What follows belongs to an exercise in optimizing a design on an open flow for a short achievable clock period and few clock cycles; a production flow would make more cautious choices. Function was checked by simulation only, so behaviour that the tests miss may differ from the original. Power figures rest on the tool's default switching activity, not on a simulated workload.

<file path="design/flow/config.mk">
export PLATFORM = sky130hd
export DESIGN_NAME = rv32_core
export DESIGN_NICKNAME = rv32_core
export VERILOG_FILES = /design/flow/design.v
export SDC_FILE = /design/flow/constraint.sdc
export NUM_CORES = 4
export LEC_CHECK = 0
export CAP_MARGIN = 20
export CORE_MARGIN = 2
export CORE_UTILIZATION = 35
export PLACE_DENSITY = 0.5
export SETUP_SLACK_MARGIN = 5
export SLEW_MARGIN = 20
</file>
<file path="design/flow/constraint.sdc">
create_clock -name core_clock -period 8.0 [get_ports {clk}]
set_input_delay 1.6000 -clock core_clock [delete_from_list [all_inputs] [get_ports {clk}]]
set_output_delay 1.6000 -clock core_clock [all_outputs]
set_load 0.01 [all_outputs]
</file>
<file path="design/flow/design.v">
package rv32_pkg;
    localparam int OP_ADD  = 0;
    localparam int OP_SUB  = 1;
    localparam int OP_SLL  = 2;
    localparam int OP_SLT  = 3;
    localparam int OP_SLTU = 4;
    localparam int OP_XOR  = 5;
    localparam int OP_SRL  = 6;
    localparam int OP_SRA  = 7;
    localparam int OP_OR   = 8;
    localparam int OP_AND  = 9;
endpackage
`timescale 1ns/1ps
module alu (
    input  logic [32-1:0] a,
    input  logic [32-1:0] b,
    input  logic [4:0]       shamt,
    input  logic [9:0]       op,
    output logic [32-1:0] result,
    output logic [32-1:0] sum
);
    logic [32-1:0] diff;
    logic             lt_s;
    logic             lt_u;
    logic [32-1:0] sll;
    logic [32-1:0] sr;
    logic             fill;
    assign sum   = a + b;
    assign diff  = a - b;
    logic [31:0] lt0, eq0;
    logic [15:0] lt1, eq1;
    logic [7:0]  lt2, eq2;
    logic [3:0]  lt3, eq3;
    logic [1:0]  lt4, eq4;
    logic        lt1s, lt2s, lt3s, lt4s;
    assign lt0 = ~a & b;
    assign eq0 = ~(a ^ b);
    for (genvar i = 0; i < 16; i++) begin : g_cmp1
        assign lt1[i] = lt0[2*i+1] | (eq0[2*i+1] & lt0[2*i]);
        assign eq1[i] = eq0[2*i+1] & eq0[2*i];
    end
    for (genvar i = 0; i < 8; i++) begin : g_cmp2
        assign lt2[i] = lt1[2*i+1] | (eq1[2*i+1] & lt1[2*i]);
        assign eq2[i] = eq1[2*i+1] & eq1[2*i];
    end
    for (genvar i = 0; i < 4; i++) begin : g_cmp3
        assign lt3[i] = lt2[2*i+1] | (eq2[2*i+1] & lt2[2*i]);
        assign eq3[i] = eq2[2*i+1] & eq2[2*i];
    end
    for (genvar i = 0; i < 2; i++) begin : g_cmp4
        assign lt4[i] = lt3[2*i+1] | (eq3[2*i+1] & lt3[2*i]);
        assign eq4[i] = eq3[2*i+1] & eq3[2*i];
    end
    assign lt1s = (a[31] & ~b[31]) | (eq0[31] & lt0[30]);
    assign lt2s = lt1s | (eq1[15] & lt1[14]);
    assign lt3s = lt2s | (eq2[7] & lt2[6]);
    assign lt4s = lt3s | (eq3[3] & lt3[2]);
    assign lt_u = lt4[1] | (eq4[1] & lt4[0]);
    assign lt_s = lt4s   | (eq4[1] & lt4[0]);
    assign fill = op[rv32_pkg::OP_SRA] & a[32-1];
    assign sll  = a << shamt;
    assign sr   = 32'({{32{fill}}, a} >> shamt);
    assign result =
          ({32{op[rv32_pkg::OP_ADD]}}  & sum)
        | ({32{op[rv32_pkg::OP_SUB]}}  & diff)
        | ({32{op[rv32_pkg::OP_SLL]}}  & sll)
        | ({32{op[rv32_pkg::OP_SLT]}}  & {{(32-1){1'b0}}, lt_s})
        | ({32{op[rv32_pkg::OP_SLTU]}} & {{(32-1){1'b0}}, lt_u})
        | ({32{op[rv32_pkg::OP_XOR]}}  & (a ^ b))
        | ({32{op[rv32_pkg::OP_SRL] | op[rv32_pkg::OP_SRA]}} & sr)
        | ({32{op[rv32_pkg::OP_OR]}}   & (a | b))
        | ({32{op[rv32_pkg::OP_AND]}}  & (a & b));
endmodule
`timescale 1ns/1ps
module register_file (
    input  logic             clk,
    input  logic             rst,
    input  logic [31:0]      wr_sel,     
    input  logic [32-1:0] wr_data,
    input  logic [31:0]      rd_sel0,    
    input  logic [31:0]      rd_sel1,
    output logic [32-1:0] rd_data0,
    output logic [32-1:0] rd_data1
);
    wire [32-1:0] regs [32];
    assign regs[0] = '0;
    logic [32-1:0] wr_value;
    assign wr_value = rst ? '0 : wr_data;
    for (genvar i = 1; i < 32; i++) begin : g_reg
        logic [32-1:0] q;
        always_ff @(posedge clk) begin
            if (rst || wr_sel[i]) begin
                q <= wr_value;
            end
        end
        assign regs[i] = q;
    end
    always_comb begin
        rd_data0 = '0;
        rd_data1 = '0;
        for (int i = 1; i < 32; i++) begin
            rd_data0 = rd_data0 | ({32{rd_sel0[i]}} & regs[i]);
            rd_data1 = rd_data1 | ({32{rd_sel1[i]}} & regs[i]);
        end
    end
endmodule
`timescale 1ns/1ps
module instr_decoder (
    input  logic [31:0]        instr,
    output logic [4:0]         rs1,
    output logic [4:0]         rs2,
    output logic [4:0]         rd,
    output logic [32-1:0]   imm,
    output logic [9:0]         alu_op,
    output logic               is_alu,
    output logic               is_reg,
    output logic               is_load,
    output logic               is_store
);
    logic [2:0] funct3;
    logic       alt;
    assign rs1    = instr[19:15];
    assign rs2    = instr[24:20];
    assign rd     = instr[11:7];
    assign funct3 = instr[14:12];
    assign alt    = instr[30];
    assign is_alu   = instr[4];
    assign is_reg   = instr[4] & instr[5];
    assign is_load  = ~instr[4] & ~instr[5];
    assign is_store = ~instr[4] & instr[5];
    assign imm = is_store ? {{(32-12){instr[31]}}, instr[31:25], instr[11:7]}
                          : {{(32-12){instr[31]}}, instr[31:20]};
    always_comb begin
        alu_op = '0;
        case (funct3)
            3'b000: begin
                if (is_reg && alt) alu_op[rv32_pkg::OP_SUB] = 1'b1;
                else               alu_op[rv32_pkg::OP_ADD] = 1'b1;
            end
            3'b001: alu_op[rv32_pkg::OP_SLL]  = 1'b1;
            3'b010: alu_op[rv32_pkg::OP_SLT]  = 1'b1;
            3'b011: alu_op[rv32_pkg::OP_SLTU] = 1'b1;
            3'b100: alu_op[rv32_pkg::OP_XOR]  = 1'b1;
            3'b101: begin
                if (alt) alu_op[rv32_pkg::OP_SRA] = 1'b1;
                else     alu_op[rv32_pkg::OP_SRL] = 1'b1;
            end
            3'b110: alu_op[rv32_pkg::OP_OR]   = 1'b1;
            default: alu_op[rv32_pkg::OP_AND] = 1'b1;
        endcase
    end
endmodule
`timescale 1ns/1ps
module core_control (
    input  logic         clk,
    input  logic         rst,
    input  logic         executed,
    output logic         instruction_done,
    output logic [31:0]  instructions_completed,
    output logic [31:0]  pc
);
    always_ff @(posedge clk) begin
        if (rst) begin
            instruction_done <= 1'b0;
        end else begin
            instruction_done <= executed;
        end
    end
    always_ff @(posedge clk) begin
        if (rst) begin
            instructions_completed <= '0;
        end else if (instruction_done) begin
            instructions_completed <= instructions_completed + 32'd1;
        end
    end
    always_ff @(posedge clk) begin
        if (rst) begin
            pc <= '0;
        end else if (instruction_done) begin
            pc <= pc + 32'd4;
        end
    end
endmodule
`timescale 1ns/1ps
module rv32_core (
    input  logic             clk,
    input  logic             rst,
    output logic [32-1:0] mem_addr,
    input  logic [32-1:0] mem_rd_data,
    output logic [32-1:0] mem_wr_data,
    output logic             mem_wr_ena,
    output logic [32-1:0] pc,
    output logic             instruction_done,
    output logic [31:0]      instructions_completed
);
    localparam int QDEPTH = 5;
    logic [32-1:0] maddr;      
    logic             m_cyc;      
    logic             m_st;       
    logic [32-1:0] wdata;
    logic [31:2]      fa;         
    logic             fetch;      
    logic [31:0]      ir;                   
    logic             ir_v;
    logic [31:0]      ir_sel1, ir_sel2;     
    logic [31:0]      fq [QDEPTH];
    logic [QDEPTH:0]  fq_cnt;               
    logic             fq_empty;
    logic [2:0]       fq_rp, fq_wp;         
    logic             load_head, pop, push;
    logic [31:0]      head_next;
    logic             adv;                  
    logic             dstall;
    logic             ir_dep;               
    logic             h_writes;
    logic [4:0]       d_rs1, d_rs2, d_rd;
    logic [32-1:0] d_imm;
    logic [9:0]       d_op;
    logic             d_alu, d_reg, d_ld, d_st, d_shift;
    logic             e_v;
    logic [32-1:0] e_a, e_b, e_sd;
    logic [4:0]       e_sh;       
    logic [4:0]       e_rd;
    logic [9:0]       e_op;
    logic             e_wr, e_ldw, e_ls, e_st;
    logic [32-1:0] alu_result;
    logic [32-1:0] alu_sum;
    logic             p_alu, p_ld;
    logic [4:0]       p_rd;
    logic [32-1:0] p_res;
    logic             wr_ena;
    logic [31:0]      p_we;       
    logic [32-1:0] wr_data;
    logic [32-1:0] rf_data0, rf_data1;
    logic             fwd_p1, fwd_p2;
    logic [32-1:0] val1, val2, b_next;
    assign adv   = ir_v & ~dstall;
    assign fetch = ~m_cyc & ~(ir_v & fq_cnt[QDEPTH]);
    instr_decoder u_decoder (
        .instr    (ir),
        .rs1      (d_rs1),
        .rs2      (d_rs2),
        .rd       (d_rd),
        .imm      (d_imm),
        .alu_op   (d_op),
        .is_alu   (d_alu),
        .is_reg   (d_reg),
        .is_load  (d_ld),
        .is_store (d_st)
    );
    assign d_shift = d_alu & (ir[13:12] == 2'b01);
    assign wr_ena  = p_alu | p_ld;
    assign wr_data = p_ld ? mem_rd_data : p_res;
    register_file u_regfile (
        .clk      (clk),
        .rst      (rst),
        .wr_sel   (p_we),
        .wr_data  (wr_data),
        .rd_sel0  (ir_sel1),
        .rd_sel1  (ir_sel2),
        .rd_data0 (rf_data0),
        .rd_data1 (rf_data1)
    );
    assign dstall = e_v & ir_dep;
    assign h_writes = ~(~d_alu & d_st) & (d_rd != 5'd0);
    assign fwd_p1 = wr_ena & (p_rd == d_rs1);
    assign fwd_p2 = wr_ena & (p_rd == d_rs2);
    assign val1   = fwd_p1 ? wr_data : rf_data0;
    assign val2   = fwd_p2 ? wr_data : rf_data1;
    assign b_next = d_reg ? val2 : d_imm;
    alu u_alu (
        .a      (e_a),
        .b      (e_b),
        .shamt  (e_sh),
        .op     (e_op),
        .result (alu_result),
        .sum    (alu_sum)
    );
    always_ff @(posedge clk) begin
        if (rst) begin
            maddr <= '0;
            fa    <= '0;
            m_cyc <= 1'b0;
            m_st  <= 1'b0;
            p_alu <= 1'b0;
            p_ld  <= 1'b0;
            p_we  <= '0;
        end else begin
            if (e_v & e_ls) begin
                maddr <= alu_sum;
            end else if (fetch) begin
                maddr <= {fa + 30'd1, 2'b00};
            end else begin
                maddr <= {fa, 2'b00};
            end
            if (fetch) begin
                fa <= fa + 30'd1;
            end
            m_cyc <= e_v & e_ls;
            m_st  <= e_v & e_st;
            p_alu <= e_v & e_wr;
            p_ld  <= e_v & e_ldw;
            p_we  <= (e_v & (e_wr | e_ldw)) ? (32'd1 << e_rd) : 32'd0;
        end
    end
    always_ff @(posedge clk) begin
        p_rd  <= e_rd;
        p_res <= alu_result;
        wdata <= e_sd;
    end
    assign load_head = ~ir_v | adv;
    assign fq_empty  = fq_cnt[0];
    assign pop       = load_head & ~fq_empty;
    assign push      = fetch & ~(load_head & fq_empty);
    assign head_next = fq_empty ? mem_rd_data : fq[fq_rp];
    always_ff @(posedge clk) begin
        if (rst) begin
            ir_v   <= 1'b0;
            fq_cnt <= (QDEPTH + 1)'(1);
            fq_rp  <= '0;
            fq_wp  <= '0;
        end else begin
            if (load_head) begin
                ir_v <= ~fq_empty | fetch;
            end
            case ({pop, push})
                2'b10:   fq_cnt <= fq_cnt >> 1;
                2'b01:   fq_cnt <= fq_cnt << 1;
                default: fq_cnt <= fq_cnt;
            endcase
            if (pop) begin
                fq_rp <= (fq_rp == 3'(QDEPTH - 1)) ? 3'd0 : fq_rp + 3'd1;
            end
            if (push) begin
                fq_wp <= (fq_wp == 3'(QDEPTH - 1)) ? 3'd0 : fq_wp + 3'd1;
            end
        end
    end
    always_ff @(posedge clk) begin
        if (load_head) begin
            ir_dep  <= adv & h_writes
                     & ((d_rd == head_next[19:15])
                        | ((d_rd == head_next[24:20]) & head_next[5]));
            ir      <= head_next;
            ir_sel1 <= 32'd1 << head_next[19:15];
            ir_sel2 <= 32'd1 << head_next[24:20];
        end
        for (int i = 0; i < QDEPTH; i++) begin
            if (fetch && fq_wp == 3'(i)) begin
                fq[i] <= mem_rd_data;
            end
        end
    end
    always_ff @(posedge clk) begin
        if (rst) begin
            e_v <= 1'b0;
        end else begin
            e_v <= adv;
        end
    end
    always_ff @(posedge clk) begin
        e_a   <= val1;
        e_b   <= b_next;
        e_sd  <= val2;
        e_sh  <= d_shift ? b_next[4:0] : 5'd0;
        e_rd  <= d_rd;
        e_op  <= d_op;
        e_wr  <= d_alu & (d_rd != 5'd0);
        e_ldw <= d_ld & (d_rd != 5'd0);
        e_ls  <= ~d_alu;
        e_st  <= d_st;
    end
    core_control u_control (
        .clk                    (clk),
        .rst                    (rst),
        .executed               (e_v),
        .instruction_done       (instruction_done),
        .instructions_completed (instructions_completed),
        .pc                     (pc)
    );
    assign mem_addr    = maddr;
    assign mem_wr_data = wdata;
    assign mem_wr_ena  = m_st;
endmodule
</file>
<file path="design/flow/run.sh">
#!/bin/bash
# synth_recipe.tcl (not shown) runs the flow's synth.tcl, then flattens the netlist and writes it again
# the make line also repeats each setting of config.mk as NAME=value (left out here)
make -C /OpenROAD-flow-scripts/flow DESIGN_CONFIG=/design/flow/config.mk WORK_HOME=/design/flow/orfs CLKGATE_MAP_FILE= SYNTH_SCRIPT=/design/flow/synth_recipe.tcl finish
</file>
==> results.cfg, run 1 <==
[grt]
grt_pass1_vias = 52870
grt_pass1_wl_microns = 445700
antenna_found_initial = 13
grtUsageTotal_pct = 31.60
grt_max_degree = 85
gr-total-overflow = 0

[setup_path]
critPathMaxFanout = 8
worstPathArrival_ps = 3870
crit_required_ps = 8710
setup.worst_path.end_class = flop
r2r_slack_ps = 4830
path_class = reg -> reg
worstSetupStartpointType = flop

[yosys]
ys_types = 90
syn_area_sq_mm = 0.06954
syn_avg_cell_area_sq_um = 13.17
syn_inst = 5280
yosysWarnings = 5
async_flop_share_pct = 0
synth-edff-count = 1217
ys_seq_area_share_pct = 63.00
ys_ff_latch = 1580
ys.flop_type = edfxtp_1

[die]
boundaryPins = 164
die_area_sq_mm = 0.2023
die_h_microns = 449.7
rows = 163
core_sq_mm = 0.1974
initial_core_util_pct = 35.22
die_w_microns = 449.7

[pwr]
ir_drop_uv = 208.1
finalPower_mw = 35.88
p_leak_nw = 29.74
powerDensity_mw_per_mm2 = 434.5

[sta]
hold_violations = 0
tightest_slew_ps = 1240
slew_violations = 0
fmax_ghz = 0.3158
period_needed_ps = 3167
finalSetupViolations = 0
fin_crit_sh_pct = 39.58
tns_ps = 0
rsz0062_at_grt = yes
finalClockSkew_ps = 39.18
slew_headroom_pct = 17.36

[detailed_routing]
wire_per_inst_microns = 39.60
via_count = 56980
vias_per_cell = 6.771
drtIter0Drc = 10940
antenna_left = 0
drcViolationCount = 0
drtPass1Iterations = 8
routed_wirelength_microns = 333300

[final_layout]
register_area_sq_mm = 0.04408
nFillCells = 18290
drive_above_1_share_pct = 20.49
layout_common_cells = 1217 x edfxtp_1, 480 x a221oi_1, 448 x a22o_1
final_common_cell = edfxtp_1
multiInputGateArea_sq_mm = 0.02503
final_nets = 5804
area_delta_synth_final_pct = 18.73

[cts]
htreeDepth = 4
clkTransAtPathRegs_ps = 70
hold_buffers = 0
cts_made_buffers = 170
cts.sinks = 1580
insertion_delay_ps = 860
cts_buffer_depth = 3
cts_tree = built
clockRootBuffer = clkbuf_16

[placement]
dp.final_hpwl_microns = 190200
place.gp.congestion = 0.9637
portBuffers = 161

[run_status]
status = no timing/DRC/antenna violations

[job]
maxCapViolCount = 0

[hold_path]
hp-class = reg -> reg
==> what timing repair did <==
| item | CTS | global route |
|---|---|---|
| resized for setup | 825 | 128 |
| setup endpoints to repair | 357 | 89 |
| setup buffers | 73 | 91 |
| gates cloned | 3 | 1 |
| pin swaps | 47 | 62 |
==> per-stage QoR <==
stage	worst slack [ps]	util (%)	instances	hold WS [ps]	cell area [sq um]
after floorplan	4721	-	5281	309.6	69580
after global placement	3998	37.80	7922	318.2	74630
after detailed placement	3934	37.83	7925	319.3	74680
after CTS	4841	41.16	8321	334.8	81260
after global routing	4782	41.82	8414	341.0	82560
final	4833	41.82	8416	331.7	82570
==> cells by family (layout without fill, tap and decap cells) <==
family          count (synthesis)  in the layout  share of synthesized area, %
compound gates               1676           1676                         18.93
flops                        1580           1580                         63.00
simple gates                 1059           1060                         7.318
buf+inv                       514           1006                         2.909
mux                           178            178                         3.609
fa+ha+maj                     144            144                         2.612
xor+xnor                      128            128                         1.612
other cells                     1              4                      0.005393
==> power by group <==
part | internal [mW] | switching [mW] | total (mW) | leakage, nW
Clock | 4.46 | 3.44 | 7.90 | 2.69
Combinational | 5.03 | 10.5 | 15.6 | 11.5
Sequential | 11.0 | 1.43 | 12.4 | 15.5
==> critical path, cell delays in order (launching register included) <==
cell and delay (ps):
dfxtp_4 370, buf_6 140, ha_2 200, o311a_4 380, o41ai_4 380, a21oi_2 120, or4_4 550, a31oi_4 260
o21ai_4 120, a2111oi_4 370, o32ai_2 140
==> final timing paths <==
check	cells past startpoint	from	endpoint
setup reg to reg	10	e_a[1]	p_res[31]
hold reg to reg	0	e_sd[29]	wdata[29]
hold / removal	0	e_sd[29]	wdata[29]
setup / recovery	10	e_a[1]	p_res[31]
==> cells in the mapped netlist, drive strengths merged (99+ instances only) <==
| library cell | count | share of area [%] |
|---|---|---|
| dfxtp | 363 | 10 |
| mux2i | 109 | 1.6 |
| ha | 142 | 2.6 |
| nand2 | 197 | 1.1 |
| a21oi | 239 | 1.7 |
| nand4 | 164 | 1.5 |
| nor2 | 370 | 2.0 |
| o21ai | 151 | 1.1 |
| clkbuf | 285 | 1.5 |
| a221oi | 485 | 6.1 |
| inv | 143 | 0.78 |
| nor3 | 99 | 0.72 |
| edfxtp | 1217 | 53 |
| a22o | 448 | 5.6 |
==> state kept, by name, summed over array words and instances (netlist names), 3 cells and up <==
register and count:
u_regfile.g.q 992, ir_sel2 31, e_sh 5, p_we 31
p_rd 5, u_control.instructions_completed 32, fq_rp 3, ir_sel1 31
e_sd 32, p_res 32, e_rd 5, e_b 32
fa 30, fq 135, maddr 32, wdata 32
e_op 10, u_control.pc 30, e_a 32, fq_wp 3
ir 27, fq_cnt 6
==> per-layer routing <==
| layer | vias to the layer above | GRT usage [%] | share of wire [%] |
|---|---|---|---|
| met3 | 1425 | 9.907 | 13 |
| met5 | - | 0 | 0.053 |
| met4 | 20 | 21.47 | 8.5 |
| li1 | 22100 | - | - |
| met2 | 5084 | 47.15 | 43 |
| met1 | 28350 | 39.09 | 36 |
==> area by class of cell <==
class,instances,share of cell area (%)
diodes,2,0.006061
clock buffers,235,5.739
clock inverters,85,0.9259
inverters,146,0.6971
multi-input cells,3188,30.31
flip-flops and latches,1580,53.39
well taps,2640,4.001
repair buffers,540,4.928
Testbench counts, summed over its fixed seeds: cycles 46,175.
==> inputs of run 2 (changes only) <==
--- a/design/flow/design.v
+++ b/design/flow/design.v
@@ -18,8 +18,13 @@
     input  logic [9:0]       op,
-    output logic [32-1:0] result,
-    output logic [32-1:0] sum
+    output logic [32-1:0] addr,       
+    output logic [16:0]      sum_lo,     
+    output logic [15:0]      sum_hi0,    
+    output logic [15:0]      sum_hi1,    
+    output logic [16:0]      diff_lo,    
+    output logic [15:0]      diff_hi0,
+    output logic [15:0]      diff_hi1,
+    output logic             lt_s,
+    output logic             lt_u,
+    output logic [32-1:0] other
 );
-    logic [32-1:0] diff;
-    logic             lt_s;
-    logic             lt_u;
     logic [32-1:0] sll;
@@ -27,4 +32,9 @@
     logic             fill;
-    assign sum   = a + b;
-    assign diff  = a - b;
+    assign sum_lo   = {1'b0, a[15:0]} + {1'b0, b[15:0]};
+    assign sum_hi0  = a[31:16] + b[31:16];
+    assign sum_hi1  = a[31:16] + b[31:16] + 16'd1;
+    assign diff_lo  = {1'b0, a[15:0]} + {1'b0, ~b[15:0]} + 17'd1;
+    assign diff_hi0 = a[31:16] + ~b[31:16];
+    assign diff_hi1 = a[31:16] + ~b[31:16] + 16'd1;
+    assign addr = a + b;
     logic [31:0] lt0, eq0;
@@ -62,8 +72,4 @@
     assign sr   = 32'({{32{fill}}, a} >> shamt);
-    assign result =
-          ({32{op[rv32_pkg::OP_ADD]}}  & sum)
-        | ({32{op[rv32_pkg::OP_SUB]}}  & diff)
-        | ({32{op[rv32_pkg::OP_SLL]}}  & sll)
-        | ({32{op[rv32_pkg::OP_SLT]}}  & {{(32-1){1'b0}}, lt_s})
-        | ({32{op[rv32_pkg::OP_SLTU]}} & {{(32-1){1'b0}}, lt_u})
+    assign other =
+          ({32{op[rv32_pkg::OP_SLL]}}  & sll)
         | ({32{op[rv32_pkg::OP_XOR]}}  & (a ^ b))
@@ -161,21 +167,19 @@
 );
+    logic [31:0] count_next;    
+    logic [31:0] pc_next;       
     always_ff @(posedge clk) begin
         if (rst) begin
-            instruction_done <= 1'b0;
+            instruction_done       <= 1'b0;
+            count_next             <= '0;
+            pc_next                <= '0;
+            instructions_completed <= '0;
+            pc                     <= '0;
         end else begin
             instruction_done <= executed;
-        end
-    end
-    always_ff @(posedge clk) begin
-        if (rst) begin
-            instructions_completed <= '0;
-        end else if (instruction_done) begin
-            instructions_completed <= instructions_completed + 32'd1;
-        end
-    end
-    always_ff @(posedge clk) begin
-        if (rst) begin
-            pc <= '0;
-        end else if (instruction_done) begin
-            pc <= pc + 32'd4;
+            if (executed) begin
+                count_next <= count_next + 32'd1;
+                pc_next    <= pc_next + 32'd4;
+            end
+            instructions_completed <= count_next;
+            pc                     <= pc_next;
         end
@@ -201,2 +205,3 @@
     logic [31:2]      fa;         
+    logic [31:2]      fa1;        
     logic             fetch;      
@@ -208,3 +213,2 @@
     logic             fq_empty;
-    logic [2:0]       fq_rp, fq_wp;         
     logic             load_head, pop, push;
@@ -215,2 +219,6 @@
     logic             h_writes;
+    logic             fp1, fp2;             
+    logic [4:0]       nh_rs1, nh_rs2;
+    logic             e_prod;
+    logic             rst_q;
     logic [4:0]       d_rs1, d_rs2, d_rd;
@@ -225,6 +233,13 @@
     logic             e_wr, e_ldw, e_ls, e_st;
-    logic [32-1:0] alu_result;
-    logic [32-1:0] alu_sum;
+    logic [32-1:0] alu_addr, alu_other;
+    logic             alu_lt_s, alu_lt_u;
+    logic             p_lt;
+    logic [16:0]      alu_sum_lo, alu_diff_lo;
+    logic [15:0]      alu_sum_hi0, alu_sum_hi1, alu_diff_hi0, alu_diff_hi1;
     logic             p_alu, p_ld;
     logic [4:0]       p_rd;
+    logic [16:0]      p_sum_lo, p_diff_lo;     
+    logic [15:0]      p_sum_hi0, p_sum_hi1, p_diff_hi0, p_diff_hi1;
+    logic [32-1:0] p_sum, p_diff, p_oth;
+    logic             p_add, p_sub;            
     logic [32-1:0] p_res;
@@ -255,3 +270,3 @@
         .clk      (clk),
-        .rst      (rst),
+        .rst      (rst_q),
         .wr_sel   (p_we),
@@ -265,4 +280,11 @@
     assign h_writes = ~(~d_alu & d_st) & (d_rd != 5'd0);
-    assign fwd_p1 = wr_ena & (p_rd == d_rs1);
-    assign fwd_p2 = wr_ena & (p_rd == d_rs2);
+    assign fwd_p1 = fp1;
+    assign fwd_p2 = fp2;
+    assign e_prod = e_v & (e_wr | e_ldw);
+    assign nh_rs1 = load_head ? head_next[19:15] : ir[19:15];
+    assign nh_rs2 = load_head ? head_next[24:20] : ir[24:20];
+    always_ff @(posedge clk) begin
+        fp1 <= e_prod & (e_rd == nh_rs1);
+        fp2 <= e_prod & (e_rd == nh_rs2);
+    end
     assign val1   = fwd_p1 ? wr_data : rf_data0;
@@ -275,5 +297,16 @@
         .op     (e_op),
-        .result (alu_result),
-        .sum    (alu_sum)
+        .addr     (alu_addr),
+        .sum_lo   (alu_sum_lo),
+        .sum_hi0  (alu_sum_hi0),
+        .sum_hi1  (alu_sum_hi1),
+        .diff_lo  (alu_diff_lo),
+        .diff_hi0 (alu_diff_hi0),
+        .diff_hi1 (alu_diff_hi1),
+        .lt_s   (alu_lt_s),
+        .lt_u   (alu_lt_u),
+        .other  (alu_other)
     );
+    assign p_sum  = {p_sum_lo[16] ? p_sum_hi1 : p_sum_hi0, p_sum_lo[15:0]};
+    assign p_diff = {p_diff_lo[16] ? p_diff_hi1 : p_diff_hi0, p_diff_lo[15:0]};
+    assign p_res  = p_add ? p_sum : (p_sub ? p_diff : {p_oth[31:1], p_oth[0] | p_lt});
     always_ff @(posedge clk) begin
@@ -282,12 +315,10 @@
             fa    <= '0;
+            fa1   <= 30'd1;
             m_cyc <= 1'b0;
             m_st  <= 1'b0;
-            p_alu <= 1'b0;
-            p_ld  <= 1'b0;
-            p_we  <= '0;
         end else begin
             if (e_v & e_ls) begin
-                maddr <= alu_sum;
+                maddr <= alu_addr;
             end else if (fetch) begin
-                maddr <= {fa + 30'd1, 2'b00};
+                maddr <= {fa1, 2'b00};
             end else begin
@@ -296,3 +327,4 @@
             if (fetch) begin
-                fa <= fa + 30'd1;
+                fa  <= fa1;
+                fa1 <= fa1 + 30'd1;
             end
@@ -300,5 +332,2 @@
             m_st  <= e_v & e_st;
-            p_alu <= e_v & e_wr;
-            p_ld  <= e_v & e_ldw;
-            p_we  <= (e_v & (e_wr | e_ldw)) ? (32'd1 << e_rd) : 32'd0;
         end
@@ -306,4 +335,19 @@
     always_ff @(posedge clk) begin
+        rst_q <= rst;
+        p_alu <= e_v & e_wr;
+        p_ld  <= e_v & e_ldw;
+        p_we  <= e_prod ? (32'd1 << e_rd) : 32'd0;
+    end
+    always_ff @(posedge clk) begin
         p_rd  <= e_rd;
-        p_res <= alu_result;
+        p_sum_lo   <= alu_sum_lo;
+        p_sum_hi0  <= alu_sum_hi0;
+        p_sum_hi1  <= alu_sum_hi1;
+        p_diff_lo  <= alu_diff_lo;
+        p_diff_hi0 <= alu_diff_hi0;
+        p_diff_hi1 <= alu_diff_hi1;
+        p_oth  <= alu_other;
+        p_lt   <= (e_op[rv32_pkg::OP_SLT] & alu_lt_s) | (e_op[rv32_pkg::OP_SLTU] & alu_lt_u);
+        p_add  <= e_op[rv32_pkg::OP_ADD];
+        p_sub  <= e_op[rv32_pkg::OP_SUB];
         wdata <= e_sd;
@@ -314,3 +358,3 @@
     assign push      = fetch & ~(load_head & fq_empty);
-    assign head_next = fq_empty ? mem_rd_data : fq[fq_rp];
+    assign head_next = fq_empty ? mem_rd_data : fq[0];
     always_ff @(posedge clk) begin
@@ -319,4 +363,2 @@
             fq_cnt <= (QDEPTH + 1)'(1);
-            fq_rp  <= '0;
-            fq_wp  <= '0;
         end else begin
@@ -330,7 +372,14 @@
             endcase
+        end
+    end
+    always_ff @(posedge clk) begin
+        for (int i = 0; i < QDEPTH; i++) begin
             if (pop) begin
-                fq_rp <= (fq_rp == 3'(QDEPTH - 1)) ? 3'd0 : fq_rp + 3'd1;
-            end
-            if (push) begin
-                fq_wp <= (fq_wp == 3'(QDEPTH - 1)) ? 3'd0 : fq_wp + 3'd1;
+                if (fetch && fq_cnt[i + 1]) begin
+                    fq[i] <= mem_rd_data;
+                end else if (i < QDEPTH - 1) begin
+                    fq[i] <= fq[(i + 1) % QDEPTH];
+                end
+            end else if (fetch && fq_cnt[i]) begin
+                fq[i] <= mem_rd_data;
             end
@@ -344,10 +393,5 @@
             ir      <= head_next;
-            ir_sel1 <= 32'd1 << head_next[19:15];
-            ir_sel2 <= 32'd1 << head_next[24:20];
-        end
-        for (int i = 0; i < QDEPTH; i++) begin
-            if (fetch && fq_wp == 3'(i)) begin
-                fq[i] <= mem_rd_data;
-            end
         end
+        ir_sel1 <= 32'd1 << nh_rs1;
+        ir_sel2 <= 32'd1 << nh_rs2;
     end
==> results.cfg, run 2 <==
[hold_path]
hp-class = reg -> reg

[sta]
finalSetupViolations = 0
tns_ps = 0
period_needed_ps = 3100
hold_violations = 0
tightest_slew_ps = 1230
fmax_ghz = 0.3226
rsz0062_at_grt = yes
slew_headroom_pct = 17.43
slew_violations = 0
fin_crit_sh_pct = 38.75
finalClockSkew_ps = 67.52

[cts]
cts_tree = built
insertion_delay_ps = 890
clockRootBuffer = clkbuf_16
htreeDepth = 4
cts_buffer_depth = 3
cts_made_buffers = 183
cts.sinks = 1761
clkTransAtPathRegs_ps = 70

[setup_path]
setup.worst_path.end_class = flop
worstSetupStartpointType = flop
worstPathArrival_ps = 3770
crit_required_ps = 8670
path_class = reg -> reg
critPathSlowestCell = dfxtp_2
critPathMaxFanout = 19
cp_slowest_stage_delay_ps = 880
crit_path_cell_trace = buf_4, a22o_1, a221oi_1, nand4_1, nor3_2, a21oi_1

[final_layout]
area_delta_synth_final_pct = 17.50
reg_top3 = u_regfile.g.q (992), fq (135)
layout_common_cells = 1074 x edfxtp_1, 571 x nor2_1, 537 x dfxtp_1
nFillCells = 19670
drive_above_1_share_pct = 17.98
final_nets = 6479
largest_register_ff_count = 992
final_common_cell = edfxtp_1
finalNonFillerCells = 9281
largest-register = u_regfile.g.q

[pwr]
p_sw_mw = 15.91
p_leak_nw = 31.91
share_comb_of_total_power_pct = 38.7
clockPowerShare_pct = 23.1
seqPwrFrac_pct = 38.3
p_sw_share_pct = 41.41
internal_power_mw = 22.52
ir_drop_uv = 260.8
powerDensity_mw_per_mm2 = 441.1

[yosys]
syn_inst = 6103
synth_top_area_share_pct = 43.50
ys_ff_latch = 1761
syn_area_sq_mm = 0.07414
async_flop_share_pct = 0
yosysWarnings = 5
synth-edff-count = 1074
syn_avg_cell_area_sq_um = 12.15
ys_seq_area_share_pct = 62.05
synth_common_cells = 1074 x edfxtp_1, 687 x dfxtp_1, 585 x nor2_1
synthTopCellsByArea = edfxtp_1 43%, dfxtp_1 19%, a221oi_1 3.9%
yosysMostFrequentCell = edfxtp_1
ys_types = 78
ys.flop_type = edfxtp_1
synth_area_leader_cell = edfxtp_1

[placement]
dp.final_hpwl_microns = 207800
place.gp.congestion = 0.9372
portBuffers = 161
post-place-cells = 8863

[grt]
gr-total-overflow = 0
grt_max_degree = 108
grt_pass1_wl_microns = 469500
antenna_found_initial = 15
grt_pass1_vias = 57100
grtUsageTotal_pct = 31.07

[detailed_routing]
drcViolationCount = 0
vias_per_cell = 6.478
drtIter0Drc = 10390
via_count = 60120
routed_wirelength_microns = 347900
wire_per_inst_microns = 37.49
drtPass1Iterations = 9
antenna_left = 0

[die]
initial_core_util_pct = 35.31
die_area_sq_mm = 0.2155
rows = 168
boundaryPins = 164
core_sq_mm = 0.2100
die_w_microns = 464.3
die_h_microns = 464.3

[job]
maxCapViolCount = 0

[run_status]
status = no timing/DRC/antenna violations
## run 2: metrics by stage
| stage | setup slack, ps | hold slack (ps) | util (%) | instance area [sq um] | total power, mW |
|---|---|---|---|---|---|
| floorplan | 4989 | 309.6 | - | 74180 | 20.99 |
| global placement | 3798 | 310.6 | 37.79 | 79360 | 27.50 |
| detailed placement | 3729 | 312.1 | 37.82 | 79410 | 27.51 |
| CTS | 4852 | 319.1 | 41.14 | 86400 | 37.25 |
| global route | 4857 | 329.5 | 41.48 | 87100 | 39.46 |
| finish | 4900 | 325.9 | 41.49 | 87120 | 38.43 |
## run 2: layout make-up
type	instances	area, sq um	area share (%)
Clock inverter	103	1190	1.366
Timing Repair Buffer	413	3090	3.547
Inverter	161	641.9	0.7368
Tap cell	2805	3510	4.028
Clock buffer	239	4994	5.732
Multi-Input combinational cell	3787	27390	31.44
Antenna cell	12	30.03	0.03447
Sequential cell	1761	46280	53.12
## run 2: power by group through the flow
stage / clock, mW / combinational, mW / sequential (mW)
3_3_place_gp: 0 / 12.8 / 14.7
3_5_place_dp: 0 / 12.8 / 14.7
4_1_cts: 8.95 / 13.7 / 14.6
5_1_grt: 9.31 / 15.3 / 14.8
2_1_floorplan: 0 / 7.34 / 13.6
6_report: 8.87 / 14.9 / 14.7
## run 2: logic make-up (layout without fill, tap and decap cells)
group | after synthesis | in the layout | synth area share (%)
flops | 1761 | 1761 | 62.05
compound gates | 1758 | 1758 | 17.41
simple gates | 1427 | 1429 | 8.998
buf+inv | 558 | 916 | 2.838
mux | 270 | 270 | 4.087
xor+xnor | 190 | 190 | 2.244
fa+ha+maj | 138 | 138 | 2.369
other cells | 1 | 14 | 0.005058
## run 2: what timing repair did
item,CTS,global route
buffers inserted,39,22
gates resized for setup,795,114
cloned,1,1
pin swaps,46,43
hold buffers,0,0
endpoints found under the setup margin,722,459
## run 2: final timing paths
check / start / end / slack, ps / cells past startpoint
max: ir_sel1[27] / e_a[9] / 4900 / 6
min: e_sd[28] / wdata[28] / 330 / 0
max reg2reg: ir_sel1[27] / e_a[9] / 4900 / 6
min reg2reg: e_sd[28] / wdata[28] / 330 / 0
## run 2: per-layer routing
| layer | global-route usage (%) | vias to the layer above | wire [microns] |
|---|---|---|---|
| li1 | - | 23980 | - |
| met1 | 38.12 | 29780 | 125900 |
| met2 | 46.97 | 4913 | 149800 |
| met3 | 9.647 | 1428 | 43270 |
| met4 | 20.65 | 16 | 28820 |
| met5 | 0 | - | 151 |
## run 2: critical path: cells and delay by family (launching register included)
family          cells  cell delay [ps]
buf+inv             1              660
simple gates        2              300
compound gates      3              980
flops               1              880
Testbench counts of run 2, summed over its fixed seeds: cycles 46,175.
==> inputs of run 3 (changes only) <==
==> design/flow/flow/run.sh (new file) <==
#!/bin/bash
set -euo pipefail
bash standard.sh SETUP_SLACK_MARGIN=5.6 finish > flow_make.log 2>&1
==> design/flow/standard.sh (new file) <==
#!/bin/bash
# synth_recipe.tcl (not shown) runs the flow's synth.tcl, then flattens the netlist and writes it again
# the make line also repeats each setting of config.mk as NAME=value (left out here)
make -C /OpenROAD-flow-scripts/flow DESIGN_CONFIG=/design/flow/config.mk WORK_HOME=/design/flow/orfs CLKGATE_MAP_FILE= SYNTH_SCRIPT=/design/flow/synth_recipe.tcl "${@:-finish}"
--- a/design/flow/config.mk
+++ b/design/flow/config.mk
@@ -9,5 +9,4 @@
 export CORE_MARGIN = 2
-export CORE_UTILIZATION = 35
-export PLACE_DENSITY = 0.5
-export SETUP_SLACK_MARGIN = 5
+export CORE_UTILIZATION = 45
+export PLACE_DENSITY = 0.6
 export SLEW_MARGIN = 20
removed: design/flow/run.sh
==> results.cfg, run 3 <==
[run_status]
status = no timing/DRC/antenna violations

[detailed_routing]
drcViolationCount = 0
drtIter0Drc = 12110
antenna_left = 0
routed_wirelength_microns = 338800
drtPass1Iterations = 14
via_count = 62640
wire_per_inst_microns = 38.43
vias_per_cell = 7.104

[pwr]
powerDensity_mw_per_mm2 = 446.1
p_leak_nw = 33.58
ir_drop_uv = 320.9

[placement]
portBuffers = 161
place.gp.congestion = 0.9812
dp.final_hpwl_microns = 189800
place_area_sq_mm = 0.07898

[die]
initial_core_util_pct = 45.45
die_h_microns = 409.9
boundaryPins = 164
rows = 148
die_w_microns = 409.9
core_sq_mm = 0.1631
die_area_sq_mm = 0.1680

[grt]
antenna_found_initial = 11
use_met2_pct = 55.50
use_met1_pct = 46.25
grt_pass1_vias = 58140
top_usage_layer = met2
grt_pass1_wl_microns = 454000
globalRouteMet3Util_pct = 16.56
grt_max_degree = 103
grtUsageTotal_pct = 38.57
gr-total-overflow = 0

[hold_path]
min_to = wdata[19]
worstHoldStart = e_sd[19]
hp-class = reg -> reg
whs_path_depth = 0

[yosys]
yosysWarnings = 5
synthTopCellsByArea = edfxtp_1 43%, dfxtp_1 19%, a221oi_1 3.9%
synth-edff-count = 1074
ys_ff_latch = 1761
syn_avg_cell_area_sq_um = 12.15
ys_types = 78
syn_area_sq_mm = 0.07414
synth_top_area_share_pct = 43.50
synth_area_leader_cell = edfxtp_1
ys_seq_area_share_pct = 62.05
ys.flop_type = edfxtp_1
async_flop_share_pct = 0
synth_common_cells = 1074 x edfxtp_1, 687 x dfxtp_1, 585 x nor2_1
syn_inst = 6103
yosysMostFrequentCell = edfxtp_1

[setup_path]
worstPathArrival_ps = 3880
path_class = reg -> reg
worstReg2RegEnd = p_diff_hi1[15]
r2r_slack_ps = 4890
worstSetupStartpointType = flop
critPathMaxFanout = 3
reg2reg_depth = 11
setup.worst_path.end_class = flop
r2r-start = e_a[17]
crit_required_ps = 8770

[cts]
cts_buffer_depth = 3
htreeDepth = 4
insertion_delay_ps = 860
cts_made_buffers = 178
cts.sinks = 1761
cts_tree = built
hold_buffers = 0
clockRootBuffer = clkbuf_16
clkTransAtPathRegs_ps = 60

[final_layout]
reg_top3 = u_regfile.g.q (992), fq (135)
drive_above_1_share_pct = 25.37
largest_register_ff_count = 992
final_nets = 6646
nFillCells = 13220
final_area_sq_mm = 0.09154
largest-register = u_regfile.g.q
area_delta_synth_final_pct = 23.46
layout_common_cells = 1074 x edfxtp_1, 540 x nor2_1, 487 x dfxtp_1
final_common_cell = edfxtp_1

[sta]
fmax_ghz = 0.3214
slew_violations = 0
finalSetupViolations = 0
tns_ps = 0
rsz0062_at_grt = yes
period_needed_ps = 3111
finalClockSkew_ps = 51.43
fin_crit_sh_pct = 38.89
hold_violations = 0
slew_headroom_pct = 16.88
tightest_slew_ps = 1238
fin_hold_ws_ps = 324.0

[job]
maxCapViolCount = 0
[run 3: cell counts after synthesis]
No cell type changed its count.
[run 3: cell type report]
type                       count  area (sq um)  share of cell area (%)
antenna                       15         37.54                 0.04100
clock buffer                 259          5157                   5.634
clock inverter                74         735.7                  0.8037
inverter                     161         685.7                  0.7490
multi-input combinational   3813         30060                   32.84
sequential                  1761         46440                   50.73
tap                         2175          2721                   2.973
timing repair buffer         559          5700                   6.227
[run 3: kinds of logic after synthesis]
kind of cell,Yosys count,synth area share [%]
other cells,1,0.005058
simple gates,1427,8.998
buf+inv,558,2.838
compound gates,1758,17.41
fa+ha+maj,138,2.369
flops,1761,62.05
mux,270,4.087
xor+xnor,190,2.244
[run 3: critical path, cell delays in order, from the launching register on]
cell and delay (ps):
dfxtp_4 440, inv_6 50, ha_4 260, nor2b_2 40, o311a_1 320, o211a_1 240, o22a_2 250, a221o_1 330
a221o_1 380, or4_4 450, nand4_4 110, xor2_1 130
[run 3: what timing repair did]
item | 4_1_cts | 5_1_grt
gates cloned | 28 | 11
pin swaps | 143 | 150
resized for setup | 1298 | 328
buffers inserted | 153 | 96
endpoints found under the setup margin | 1663 | 1249
endpoints found under the hold margin | 0 | 0
[run 3: power by group]
part	internal (mW)	leakage, nW	switching, mW
registers	12.7	16.8	2.18
clock network	4.81	2.85	3.69
logic	6.39	13.9	11.1
[run 3: per-layer routing]
metal  vias to the layer above  share of wire, %
met2                      6106                41
met4                         8               9.3
met5                         -             0.084
li1                      24400                 -
met1                     30300                33
met3                      1825                16
[run 3: stage by stage]
step | power, mW | std cells | util [%] | setup WS (ps)
floorplan | 21.42 | 6104 | - | 5084
global placement | 27.20 | 8181 | 48.41 | 4222
detailed placement | 27.27 | 8181 | 48.41 | 4167
CTS | 38.29 | 8695 | 54.51 | 4950
global route | 41.69 | 8802 | 56.09 | 4838
finish | 40.84 | 8817 | 56.11 | 4889
[run 3: worst max-delay path by stage]
stage	from	end	slack (ps)	cells past startpoint
global placement	mem_rd_data[5]	u_regfile.g_reg[11].q[5]	4220	3
CTS	e_a[17]	p_diff_hi1[15]	4950	11
floorplan	e_a[17]	p_diff_hi1[15]	5080	11
global route	e_a[17]	p_diff_hi1[15]	4840	11
finish	e_a[17]	p_diff_hi1[15]	4890	11
detailed placement	mem_rd_data[5]	u_regfile.g_reg[9].q[5]	4170	3
==> inputs of run 4 (changes only) <==
--- a/design/flow/design.v
+++ b/design/flow/design.v
@@ -32,8 +32,10 @@
     logic             fill;
-    assign sum_lo   = {1'b0, a[15:0]} + {1'b0, b[15:0]};
-    assign sum_hi0  = a[31:16] + b[31:16];
-    assign sum_hi1  = a[31:16] + b[31:16] + 16'd1;
-    assign diff_lo  = {1'b0, a[15:0]} + {1'b0, ~b[15:0]} + 17'd1;
-    assign diff_hi0 = a[31:16] + ~b[31:16];
-    assign diff_hi1 = a[31:16] + ~b[31:16] + 16'd1;
+    logic [16:0] sum_hi1_x;
+    assign sum_lo    = {1'b0, a[15:0]} + {1'b0, b[15:0]};
+    assign sum_hi0   = a[31:16] + b[31:16];
+    assign sum_hi1_x = {a[31:16], 1'b1} + {b[31:16], 1'b1};
+    assign sum_hi1   = sum_hi1_x[16:1];
+    assign diff_lo   = {1'b0, a[15:0]} - {1'b0, b[15:0]};
+    assign diff_hi0  = a[31:16] + ~b[31:16];
+    assign diff_hi1  = a[31:16] - b[31:16];
     assign addr = a + b;
@@ -309,3 +311,3 @@
     assign p_sum  = {p_sum_lo[16] ? p_sum_hi1 : p_sum_hi0, p_sum_lo[15:0]};
-    assign p_diff = {p_diff_lo[16] ? p_diff_hi1 : p_diff_hi0, p_diff_lo[15:0]};
+    assign p_diff = {p_diff_lo[16] ? p_diff_hi0 : p_diff_hi1, p_diff_lo[15:0]};
     assign p_res  = p_add ? p_sum : (p_sub ? p_diff : {p_oth[31:1], p_oth[0] | p_lt});
--- a/design/flow/config.mk
+++ b/design/flow/config.mk
@@ -9,4 +9,6 @@
 export CORE_MARGIN = 2
-export CORE_UTILIZATION = 45
-export PLACE_DENSITY = 0.6
+export CORE_UTILIZATION = 35
+export CTS_CLUSTER_DIAMETER = 100
+export CTS_CLUSTER_SIZE = 20
+export PLACE_DENSITY = 0.5
 export SLEW_MARGIN = 20
==> results.cfg, run 4 <==
[yosys]
synth-edff-count = 1074
ys_seq_area_share_pct = 61.28
yosysMostFrequentCell = edfxtp_1
syn_inst = 6150
syn_avg_cell_area_sq_um = 12.21
ys_ff_latch = 1761
ys_types = 90
yosysWarnings = 5
synth_top_area_share_pct = 42.96
synth_area_leader_cell = edfxtp_1
synth_common_cells = 1074 x edfxtp_1, 687 x dfxtp_1, 574 x nor2_1
synthTopCellsByArea = edfxtp_1 43%, dfxtp_1 18%, a221oi_1 3.8%
async_flop_share_pct = 0
ys.flop_type = edfxtp_1
syn_area_sq_mm = 0.07507

[grt]
antenna_found_initial = 16
grt_max_degree = 117
grt_pass1_wl_microns = 487900
gr-total-overflow = 0
grt_pass1_vias = 58020
grtUsageTotal_pct = 32.14

[die]
die_h_microns = 467.1
die_w_microns = 467.1
initial_core_util_pct = 35.08
boundaryPins = 164
die_area_sq_mm = 0.2182
core_sq_mm = 0.2140
rows = 170

[sta]
slew_violations = 0
tns_ps = 0
hold_violations = 0
worst_slack_ps = 5058
slew_headroom_pct = 17.75
finalClockSkew_ps = 52.56
finalSetupViolations = 0
fin_crit_sh_pct = 36.77
fmax_ghz = 0.3399
rsz0062_at_grt = yes
tightest_slew_ps = 1234
period_needed_ps = 2942

[detailed_routing]
via_count = 62120
routed_wirelength_microns = 366400
drtIter0Drc = 10840
wire_per_inst_microns = 39.11
antenna_left = 0
drtPass1Iterations = 12
drcViolationCount = 0
vias_per_cell = 6.631

[job]
maxCapViolCount = 0

[run_status]
status = no timing/DRC/antenna violations

[pwr]
powerDensity_mw_per_mm2 = 420.2
ir_drop_uv = 213.5
p_leak_nw = 31.90

[final_layout]
layout_common_cells = 1074 x edfxtp_1, 532 x nor2_1, 485 x dfxtp_1
final_core_util_pct = 41.92
reg_top3 = u_regfile.g.q (992), fq (135)
largest-register = u_regfile.g.q
final_nets = 6609
final_common_cell = edfxtp_1
drive_above_1_share_pct = 23.38
nFillCells = 19920
area_delta_synth_final_pct = 19.47
largest_register_ff_count = 992

[cts]
cts.sinks = 1761
cts_made_buffers = 101
clkTransAtPathRegs_ps = 90
cts_buffer_depth = 3
htreeDepth = 3
insertion_delay_ps = 820
cts_tree = built
clockRootBuffer = clkbuf_16

[setup_path]
cp_slowest_stage_delay_ps = 420
critPathMaxFanout = 1
crit_path_cell_trace = buf_6
crit_required_ps = 6400
worstPathArrival_ps = 1340
setup.worst_path.end_class = primary output
cpLargestDelayFamily = flip-flops
path_class = reg -> out
worstSetupStartpointType = flop
critPathSlowestCell = dfxtp_4
path_buf_inv = 1

[placement]
place.gp.congestion = 0.9471
dp.final_hpwl_microns = 208300
portBuffers = 161
pre_cts_slack_ps = 4116

[hold_path]
hp-class = reg -> reg
[run 4: changes by cell type after synthesis, sizes merged, moves of 12 or more]
cell    before  now
mux2i      170  125
buf         66  110
mux4        18   62
o21ai      120  152
clkbuf     331  303
nand2      234  257
a222oi      32   12
nand3      128  109
inv        155  139
o21bai      26   12
xor2        89   77
[run 4: kinds of logic (layout without fill, tap and decap cells)]
logic type,Yosys count,after routing,share of synthesized area (%)
AO/OA/AOI/OAI,1796,1796,17.46
flip-flops,1761,1761,61.28
AND/OR/NAND/NOR,1446,1477,9.027
buffers and inverters,554,890,2.937
multiplexers,275,275,4.852
XOR/XNOR,180,180,2.100
adder cells (fa/ha/maj),137,137,2.343
other,1,13,0.004995
[run 4: cell type report]
class,count,area (sq um),share of cell area (%)
Clock inverter,16,201.4,0.2246
Inverter,141,586.8,0.6543
Sequential cell,1761,46460,51.80
Clock buffer,167,2775,3.094
Antenna cell,11,27.53,0.03069
Multi-Input combinational cell,3867,30250,33.72
Timing Repair Buffer,566,5841,6.512
Tap cell,2838,3551,3.959
[run 4: routing by layer]
layer  track usage, %  up-vias  share of wire [%]
li1                 -    24380                  -
met1            39.32    30740                 35
met2            48.40     5362                 43
met3            10.08     1618                 13
met4            21.87       14                8.8
met5           0.1318        -              0.029
[run 4: through the flow]
stage                     std cells  hold slack, ps  power, mW  cell area (sq um)
after CTS                      9230           329.8      35.34              86970
after detailed placement       8902           312.0      27.55              80320
final                          9367           328.7      37.69              89690
after floorplan                6151           309.6      21.31              75490
after global placement         8902           311.1      27.54              80310
after global routing           9359           333.1      38.57              89670
[run 4: path summary, 6_finish.rpt]
path	slack [ps]	endpoint	depth (start not counted)	startpoint
setup / recovery	5060	mem_wr_data[20]	1	wdata[20]
hold / removal	330	wdata[2]	0	e_sd[2]
setup reg to reg	5330	maddr[28]	7	e_b[17]
hold reg to reg	330	wdata[2]	0	e_sd[2]
[run 4: repair_timing]
item | CTS | global route
gates cloned | 30 | 7
resized for setup | 1296 | 353
hold buffers | 0 | 0
pin swaps | 102 | 138
setup buffers | 115 | 119
setup endpoints to repair | 1623 | 1100
[run 4: power breakdown]
part / switching (mW) / internal [mW] / total [mW]
clock: 3.22 / 2.42 / 5.64
sequential: 2.10 / 12.7 / 14.8
combinational: 10.9 / 6.33 / 17.3
Testbench counts of run 4, summed over its fixed seeds: cycles 46,175.
==> inputs of run 5 (changes only) <==
==> design/flow/run.sh (new file) <==
#!/bin/bash
# synth_recipe.tcl (not shown) runs the flow's synth.tcl, then flattens the netlist and writes it again
# the make line also repeats each setting of config.mk as NAME=value (left out here)
make -C /OpenROAD-flow-scripts/flow DESIGN_CONFIG=/design/flow/config.mk WORK_HOME=/design/flow/orfs CLKGATE_MAP_FILE= SYNTH_SCRIPT=/design/flow/synth_recipe.tcl finish
--- a/design/flow/config.mk
+++ b/design/flow/config.mk
@@ -13,2 +13,3 @@
 export PLACE_DENSITY = 0.5
+export SETUP_SLACK_MARGIN = 5
 export SLEW_MARGIN = 20
removed: design/flow/flow/run.sh
removed: design/flow/standard.sh
==> results.cfg, run 5 <==
[run_status]
status = no timing/DRC/antenna violations

[grt]
grt_max_degree = 86
grtUsageTotal_pct = 30.98
grt_pass1_vias = 57130
gr-total-overflow = 0
grt_pass1_wl_microns = 472000
antenna_found_initial = 12

[setup_path]
critPathMaxFanout = 17
crit_required_ps = 8550
path_class = reg -> reg
worstPathArrival_ps = 3850
setup.worst_path.end_class = flop
worstSetupStartpointType = flop

[yosys]
syn_inst = 6150
ys.flop_type = edfxtp_1
synth_top_area_share_pct = 42.96
syn_area_sq_mm = 0.07507
ys_ff_latch = 1761
ys_types = 90
async_flop_share_pct = 0
yosysWarnings = 5
synthTopCellsByArea = edfxtp_1 43%, dfxtp_1 18%, a221oi_1 3.8%
synth_area_leader_cell = edfxtp_1
synth-edff-count = 1074
syn_avg_cell_area_sq_um = 12.21
ys_seq_area_share_pct = 61.28
yosysMostFrequentCell = edfxtp_1
synth_common_cells = 1074 x edfxtp_1, 687 x dfxtp_1, 574 x nor2_1

[detailed_routing]
drcViolationCount = 0
dr_wl_met2_microns = 150100
m1WireLength_microns = 126400
antenna_left = 0
routed_wirelength_microns = 350300
wire_per_inst_microns = 38.36
via_count = 60160
met3WireLength_microns = 45060
drtIter0Drc = 10580
drtPass1Iterations = 7
vias_per_cell = 6.588
top_layer = met5

[final_layout]
area_delta_synth_final_pct = 11.25
drive_above_1_share_pct = 14.30
largest-register = u_regfile.g.q
largest_register_ff_count = 992
finalNonFillerCells = 9131
nFillCells = 20630
final_area_sq_mm = 0.08352
final_common_cell = edfxtp_1
final_core_util_pct = 39.03
reg_top3 = u_regfile.g.q (992), fq (135)
layout_common_cells = 1074 x edfxtp_1, 567 x nor2_1, 562 x dfxtp_1
multiInputGateArea_sq_mm = 0.02744
register_area_sq_mm = 0.04620
final_nets = 6391

[sta]
fin_hold_ws_ps = 321.2
fin_crit_sh_pct = 41.26
finalClockSkew_ps = 53.98
fmax_ghz = 0.3029
finalSetupViolations = 0
hold_violations = 0
period_needed_ps = 3301
slew_violations = 0
worst_slack_ps = 4699
tns_ps = 0
rsz0062_at_grt = yes
tightest_slew_ps = 1276
slew_headroom_pct = 14.27

[die]
die_h_microns = 467.1
rows = 170
initial_core_util_pct = 35.08
die_area_sq_mm = 0.2182
die_w_microns = 467.1
boundaryPins = 164
core_sq_mm = 0.2140

[cts]
clockRootBuffer = clkbuf_16
cts.sinks = 1761
clkTransAtPathRegs_ps = 90
insertion_delay_ps = 820
cts_tree = built
htreeDepth = 3
cts_buffer_depth = 3
cts_made_buffers = 100

[job]
maxCapViolCount = 0

[hold_path]
hp-class = reg -> reg

[placement]
dp.final_hpwl_microns = 207900
pre_cts_slack_ps = 3694
place_area_sq_mm = 0.08030
portBuffers = 161
place.gp.congestion = 0.9499
post-place-cells = 8946

[pwr]
powerDensity_mw_per_mm2 = 407.1
finalPower_mw = 34.00
p_leak_nw = 29.84
ir_drop_uv = 195.6
[run 5: final cells by class]
type / count / share of cell area (%)
inverters: 141 / 0.6337
diodes: 8 / 0.02397
well taps: 2838 / 4.252
repair buffers: 378 / 3.432
clock inverters: 14 / 0.2202
flip-flops and latches: 1761 / 55.32
clock buffers: 153 / 3.260
multi-input cells: 3838 / 32.86
[run 5: repair_timing]
action,CTS,global route
cloned,0,2
buffers inserted,3,4
setup endpoints to repair,763,392
hold buffers,0,0
pin swaps,2,5
resized for setup,593,73
[run 5: worst max-delay path: stages, from the launching register on]
cell      delay, ps
dfxtp_2         320
buf_4           320
buf_4           390
a22o_1          310
a221oi_1        200
nand3_1         100
nor3_1         1020
a21oi_1         380
[run 5: path summary, 6_finish.rpt]
path	startpoint	endpoint	slack (ps)	cells after the start
max	ir_sel1[8]	e_a[8]	4700	7
min	e_sd[23]	wdata[23]	320	0
max reg2reg	ir_sel1[8]	e_a[8]	4700	7
min reg2reg	e_sd[23]	wdata[23]	320	0
[run 5: cells by family (layout without fill, tap and decap cells)]
kind of cell / count (synthesis) / count (layout) / synth area share [%]
AOI/OAI and AO/OA: 1796 / 1796 / 17.46
xor gates and xnor gates: 180 / 180 / 2.100
adders and majority gates: 137 / 137 / 2.343
buffers and inverters: 554 / 686 / 2.937
DFF: 1761 / 1761 / 61.28
muxes: 275 / 275 / 4.852
other: 1 / 10 / 0.004995
and+or+nand+nor: 1446 / 1448 / 9.027
[run 5: per-layer routing]
| metal | vias up | track usage (%) |
|---|---|---|
| met5 | - | 0 |
| met2 | 5124 | 46.64 |
| li1 | 23850 | - |
| met3 | 1384 | 9.520 |
| met1 | 29790 | 38.25 |
| met4 | 10 | 20.57 |
[run 5: where the power goes]
group / internal, mW / leakage [nW] / switching, mW
Sequential: 12.6 / 16.8 / 2.00
Combinational: 4.34 / 11.7 / 9.48
Clock: 2.38 / 1.38 / 3.18
==> inputs of run 6 (changes only) <==
==> design/flow/flow/run.sh (new file) <==
#!/bin/bash
set -euo pipefail
R=orfs/results/${FLOW_PLATFORM}/rv32_core/base
bash standard.sh SETUP_SLACK_MARGIN=5.6 place > flow_make_place.log 2>&1
IN=$R/3_place.odb OUT=$R/3_place_moved.odb \
    openroad -no_splash -exit flow/move_out_flops.tcl > move_out_flops.log 2>&1
cp $R/3_place_moved.odb $R/3_place.odb
touch $R/3_place.odb
bash standard.sh SETUP_SLACK_MARGIN=5.6 finish > flow_make.log 2>&1
==> design/flow/flow/move_out_flops.tcl (new file) <==
# Moves each flip-flop that drives an output port's buffer, and nothing
# else, next to that buffer, then legalizes the placement.
# usage: IN=... OUT=... openroad -exit move_out_flops.tcl
read_db $::env(IN)
set block [ord::get_db_block]
set moved 0
foreach bterm [$block getBTerms] {
  if {[$bterm getIoType] != "OUTPUT"} { continue }
  set net [$bterm getNet]
  if {$net == "NULL"} { continue }
  set buf ""
  foreach it [$net getITerms] {
    if {[$it isOutputSignal]} { set buf [$it getInst] }
  }
  if {$buf == ""} { continue }
  set innet ""
  foreach it [$buf getITerms] {
    if {[$it isInputSignal] && [$it getNet] != "NULL" && [[$it getNet] getSigType] == "SIGNAL"} { set innet [$it getNet] }
  }
  if {$innet == ""} { continue }
  set ff ""
  set sinks 0
  foreach it [$innet getITerms] {
    if {[$it isOutputSignal]} { set ff [$it getInst] } else { incr sinks }
  }
  if {$ff == "" || $sinks != 1} { continue }
  if {![string match "*df*" [[$ff getMaster] getName]]} { continue }
  set loc [$buf getLocation]
  $ff setLocation [lindex $loc 0] [lindex $loc 1]
  incr moved
}
puts "moved $moved flip-flops"
detailed_placement
check_placement -verbose
write_db $::env(OUT)
==> design/flow/standard.sh (new file) <==
#!/bin/bash
# synth_recipe.tcl (not shown) runs the flow's synth.tcl, then flattens the netlist and writes it again
# the make line also repeats each setting of config.mk as NAME=value (left out here)
make -C /OpenROAD-flow-scripts/flow DESIGN_CONFIG=/design/flow/config.mk WORK_HOME=/design/flow/orfs CLKGATE_MAP_FILE= SYNTH_SCRIPT=/design/flow/synth_recipe.tcl "${@:-finish}"
--- a/design/flow/config.mk
+++ b/design/flow/config.mk
@@ -13,3 +13,2 @@
 export PLACE_DENSITY = 0.5
-export SETUP_SLACK_MARGIN = 5
 export SLEW_MARGIN = 20
removed: design/flow/run.sh
==> results.cfg, run 6 <==
[sta]
rsz0062_at_grt = yes
finalClockSkew_ps = 69.67
fin_crit_sh_pct = 35.67
period_needed_ps = 2853
fin_hold_ws_ps = 328.6
tightest_slew_ps = 1237
finalSetupViolations = 0
worst_slack_ps = 5147
hold_violations = 0
slew_headroom_pct = 17.56
slew_violations = 0
fmax_ghz = 0.3505
tns_ps = 0

[pwr]
powerDensity_mw_per_mm2 = 421.5
internal_power_mw = 21.62
ir_drop_uv = 193.4
seqPwrFrac_pct = 38.9
share_comb_of_total_power_pct = 46.2
clockPowerShare_pct = 14.9
p_sw_mw = 16.36
p_leak_nw = 32.04
p_sw_share_pct = 43.07

[placement]
portBuffers = 161
place_area_sq_mm = 0.08032
pre_cts_slack_ps = 4116
place.gp.congestion = 0.9471
dp.final_hpwl_microns = 208300

[final_layout]
area_delta_synth_final_pct = 20.00
reg_top3 = u_regfile.g.q (992), fq (135)
final_area_sq_mm = 0.09009
largest-register = u_regfile.g.q
final_nets = 6634
final_core_util_pct = 42.10
drive_above_1_share_pct = 24.04
layout_common_cells = 1074 x edfxtp_1, 530 x nor2_1, 464 x dfxtp_1
largest_register_ff_count = 992
final_common_cell = edfxtp_1

[yosys]
yosysWarnings = 5
async_flop_share_pct = 0
synth_top_area_share_pct = 42.96
ys_seq_area_share_pct = 61.28
yosysMostFrequentCell = edfxtp_1
ys_ff_latch = 1761
syn_area_sq_mm = 0.07507
ys_types = 90
ys.flop_type = edfxtp_1
synth_common_cells = 1074 x edfxtp_1, 687 x dfxtp_1, 574 x nor2_1
synthTopCellsByArea = edfxtp_1 43%, dfxtp_1 18%, a221oi_1 3.8%
syn_avg_cell_area_sq_um = 12.21
syn_inst = 6150
synth-edff-count = 1074
synth_area_leader_cell = edfxtp_1

[detailed_routing]
routed_wirelength_microns = 370900
via_count = 62220
drtIter0Drc = 10970
vias_per_cell = 6.626
antenna_left = 0
drtPass1Iterations = 8
wire_per_inst_microns = 39.50
drcViolationCount = 0

[cts]
clkTransAtPathRegs_ps = 90
hold_buffers = 0
clockRootBuffer = clkbuf_16
cts_made_buffers = 101
htreeDepth = 3
cts.sinks = 1761
cts_tree = built
cts_buffer_depth = 3
insertion_delay_ps = 830

[die]
rows = 170
die_h_microns = 467.1
core_sq_mm = 0.2140
boundaryPins = 164
die_w_microns = 467.1
initial_core_util_pct = 35.08
die_area_sq_mm = 0.2182

[grt]
grt_pass1_vias = 58570
grt_max_degree = 117
antenna_found_initial = 22
gr-total-overflow = 0
grt_pass1_wl_microns = 491400
grtUsageTotal_pct = 32.34

[setup_path]
critPathSlowestCell = dfxtp_1
r2r-start = e_a[0]
worstSetupStartpointType = flop
reg2reg_depth = 12
r2r_slack_ps = 5370
cp.depth = 1
cpLargestDelayFamily = flip-flops
path_buf_inv = 1
critPathMaxFanout = 1
cp_slowest_stage_delay_ps = 320
crit_required_ps = 6400
crit_start = wdata[9]
endpoint = mem_wr_data[9]
worstReg2RegEnd = maddr[24]
crit_path_cell_trace = buf_2
worstPathArrival_ps = 1250
path_class = reg -> out
setup.worst_path.end_class = primary output

[hold_path]
whs_path_depth = 0
hp-class = reg -> reg

[run_status]
status = no timing/DRC/antenna violations

[job]
maxCapViolCount = 0
run 6: cell counts after synthesis:
No cell type changed its count.
run 6: what timing repair did:
item / in CTS / in global routing
pin swaps: 113 / 140
endpoints found under the setup margin: 1622 / 1286
buffers inserted: 128 / 127
resized for setup: 1286 / 396
cloned: 30 / 11
run 6: stage by stage:
stage	instances	power [mW]
after detailed placement	8902	27.55
after global routing	9384	38.84
after floorplan	6151	21.31
final	9390	37.97
after CTS	9243	35.54
after global placement	8902	27.54
run 6: worst min-delay path by stage:
stage	from	to	slack [ps]
floorplan	e_op[0]	p_add	310
global placement	e_op[0]	p_add	310
detailed placement	e_op[0]	p_add	310
CTS	e_op[1]	p_sub	330
global route	e_op[0]	p_add	330
finish	e_op[0]	p_add	330
run 6: cell type report:
cell class,count,area [sq um]
fill,19840,123900
sequential,1761,46460
multi-input combinational,3867,30380
timing repair buffer,591,6087
tap,2838,3551
clock buffer,170,2818
inverter,141,585.6
clock inverter,13,191.4
antenna,9,22.52
run 6: cells by family after synthesis:
kind of cell | share of synthesized area [%]
compound gates | 17.46
buf+inv | 2.937
mux | 4.852
other cells | 0.004995
flops | 61.28
simple gates | 9.027
fa+ha+maj | 2.343
xor+xnor | 2.100
run 6: power groups by stage:
stage	logic [mW]	clock network, mW	registers (mW)
final	17.5	5.65	14.8
after global routing	18.0	5.99	14.9
after CTS	15.2	5.68	14.6
after detailed placement	12.7	0	14.8
after global placement	12.7	0	14.8
after floorplan	7.66	0	13.7
run 6: routing by layer:
metal | vias to the layer above | GRT usage [%] | part of all wire (%) | wire [microns]
met5 | - | 0.2635 | 0.089 | 330
met4 | 24 | 22.24 | 8.7 | 32090
met3 | 1587 | 10.42 | 13 | 48700
met2 | 5198 | 48.67 | 43 | 158800
met1 | 30970 | 39.32 | 35 | 131100
li1 | 24440 | - | - | -

## afterwards: timing with drivers on the ports
Ports are ideal in the flow. The routed layouts listed here were re-timed in OpenROAD.
Step 1: set_driving_cell puts a clkbuf_16 on clk and a buf_2 on each other input, an assumption about the parent block.
Step 2 also shifts input and output timing later by t, the mid clock arrival at the registers, as if the neighbouring blocks saw the same clock.
a / b / c = ideal ports / drivers / drivers and shift; a / b = the first two.
run | t (ns) | setup slack, ns | hold WS [ns]
run 1 | 0.927 | 4.833 / 4.833 / 4.172 | 0.332 / 0.332 / 0.332
run 2 | 0.945 | 4.900 / 4.900 / 4.116 | 0.326 / 0.326 / 0.326
run 3 | 0.920 | 4.889 / 4.889 / 4.680 | 0.324 / 0.324 / 0.324
run 4 | 0.885 | 5.058 / 4.967 / 4.607 | 0.329 / 0.329 / 0.329
run 5 | 0.879 | 4.699 / 4.699 / 4.233 | 0.321 / 0.321 / 0.321
run 6 | 0.877 | 5.147 / 5.063 / 4.791 | 0.329 / 0.329 / 0.329
After both steps setup and hold are still met in every run listed. For run 2, which loses most, drivers alone change the setup slack by 0.000 ns; drivers and shift together by -0.784 ns.
